Source: an optimization exercise on an open RTL-to-GDS flow (aim: small area). Production flows keep margins and buffers that such runs may drop. Function was checked by simulation only, so behaviour that the tests miss may differ from the original. Power figures rest on the tool's default switching activity, not on a simulated workload.

Setup of red:
// dataAcqCore
module dataAcqCore (
  input  logic         Clk,
  input  logic         En,
  input  logic [31:0]  cpuCommand,
  input  logic         statusClear,
  input  logic [127:0] sensorReadings,
  output logic [31:0]  resultForCpu,
  output logic [2:0]   statusBits
);
  logic sB, sX, sY;
  logic stIdle, stRun, stRun1, stLoad;
  assign stIdle = !sB && !sX && !sY;
  assign stRun  = sB && !sX;
  assign stRun1 = sB && sY;
  assign stLoad = !sB && sX;
  logic errSticky, doneLatched;
  assign statusBits = {sB, errSticky, doneLatched};
  logic [2:0] cTyp;
  logic [1:0] cMode;
  logic [3:0] cNcc, cCfg;
  logic [5:0] cNs;
  logic       cEdge, cSilc, cUns, cNccNz;
  assign cTyp   = cpuCommand[29:27];
  assign cMode  = cpuCommand[31:30];
  assign cNcc   = cpuCommand[23:20];
  assign cNs    = cpuCommand[23:18];
  assign cCfg   = cpuCommand[3:0];
  assign cEdge  = (cTyp == 3'd1) || (cTyp == 3'd4);
  assign cSilc  = (cTyp == 3'd5);
  assign cUns   = (cTyp == 3'd0) || (cTyp == 3'd3);
  assign cNccNz = |cNcc;
  logic [11:0] ringA [8];
  logic [6:0]  ringB [4];
  logic [7:0]  ringAv;   
  logic [3:0]  ringBv;
  ...
For scale: ~740 cells after synthesis, roughly 220 flip-flops, roughly 8000 µm² of cells after synthesis.
export LEC_CHECK = 0
export ABC_AREA = 1
export CAP_MARGIN = 5
export CORE_MARGIN = 2
export CORE_UTILIZATION = 65
export SLEW_MARGIN = 5
create_clock -name core_clock -period 10.0 [get_ports {Clk}]
standard.sh (not shown) runs the stock make flow with config.mk's settings and CLKGATE_MAP_FILE= SYNTH_SCRIPT=/design/flow/synth_recipe.tcl, a recipe that flattens the netlist after the stock synthesis.
==> flow/flow/run.sh <==
#!/bin/bash
# Standard ORFS flow with two changes:
#  - synthesis maps logic with an area-oriented ABC script (flow/abc_area.script);
#    registers are untouched (same dfflibmap step as the standard synthesis)
#  - adders are left to ABC too (no ADDER_MAP_FILE half/full adder cells)
#  - clock tree synthesis without dummy loads (same tree settings otherwise)
#  - every input and output port still gets a buffer, but a buf_1 one, and the
#    buffers synthesis puts on outputs sharing a net (insbuf) are buf_1 too
set -euo pipefail
rm -rf myscripts
cp -r "$FLOW_HOME/scripts" myscripts
cp flow/abc_area.script myscripts/abc_area.script
export SCRIPTS_DIR="$PWD/myscripts"
export BUFFER_PORTS_ARGS="-buffer_cell sky130_fd_sc_hd__buf_1"
bash standard.sh SCRIPTS_DIR="$PWD/myscripts" ADDER_MAP_FILE= "CTS_ARGS=-sink_clustering_enable -repair_clock_nets -dont_use_dummy_load -buf_list {sky130_fd_sc_hd__clkbuf_8} -sink_clustering_size 20 -sink_clustering_max_diameter 50" "MIN_BUF_CELL_AND_PORTS=sky130_fd_sc_hd__buf_1 A X" finish > standard.log 2>&1
==> flow/flow/abc_area.script <==
strash
&get -n
&st
&deepsyn -T 60
&dch -f
&nf -a -R 1000
&put
topo
red was carried through to the last stage, and its layout satisfied the timing, DRC and antenna checks.
diff inputs: red => blue
- setting CTS_CLUSTER_SIZE to 16 for the first time
- changing CAP_MARGIN from 5 to 20
- setting CTS_CLUSTER_DIAMETER to 50 for the first time
- setting CTS_BUF_LIST to sky130_fd_sc_hd__clkbuf_8 for the first time
- changing SLEW_MARGIN from 5 to 20
diff --git a/flow/flow/run.sh b/flow/flow/run.sh
--- a/flow/flow/run.sh
+++ b/flow/flow/run.sh
@@ -13,3 +13,3 @@
 export SCRIPTS_DIR="$PWD/myscripts"
 export BUFFER_PORTS_ARGS="-buffer_cell sky130_fd_sc_hd__buf_1"
-bash standard.sh SCRIPTS_DIR="$PWD/myscripts" ADDER_MAP_FILE= "CTS_ARGS=-sink_clustering_enable -repair_clock_nets -dont_use_dummy_load -buf_list {sky130_fd_sc_hd__clkbuf_8} -sink_clustering_size 20 -sink_clustering_max_diameter 50" "MIN_BUF_CELL_AND_PORTS=sky130_fd_sc_hd__buf_1 A X" finish > standard.log 2>&1
+bash standard.sh SCRIPTS_DIR="$PWD/myscripts" ADDER_MAP_FILE= "CTS_ARGS=-sink_clustering_enable -repair_clock_nets -dont_use_dummy_load -buf_list sky130_fd_sc_hd__clkbuf_16 -sink_clustering_size 32 -sink_clustering_max_diameter 80" "MIN_BUF_CELL_AND_PORTS=sky130_fd_sc_hd__buf_1 A X" finish > standard.log 2>&1
## What came out
- NOTE: clock period minus final worst setup slack in blue exceeds that of red
- Net switching power essentially unchanged between blue and red.
- Compared blue vs red, and power density over the cells is up in blue.

[static timing again, ports no longer ideal]
How much do the figures lean on ideal ports? The routed layouts below were timed once more, with nothing changed but the port constraints. Step 1 assumes that a clkbuf_16 drives the clock port and a buf_2 every other input. Step 2 also shifts input and output timing later by t, the mid clock arrival at the registers, as if the neighbouring blocks saw the same clock. Slacks: ideal ports / drivers / drivers and shift; pairs: ideal ports / drivers.
run	shift t [ns]	slack for setup (ns)	worst setup path at the end	slew at the worst register clock pin (ns)	cell pins on the clock port's net
red	0.522	2.635 / 2.635 / 2.264	input to register	0.11 / 0.11	1
blue	0.481	2.590 / 2.590 / 2.315	input to register	0.11 / 0.11	1
After both steps every run listed still meets setup and hold. For red, which loses most, drivers alone change the setup slack by 0.000 ns; drivers and shift together by -0.371 ns.
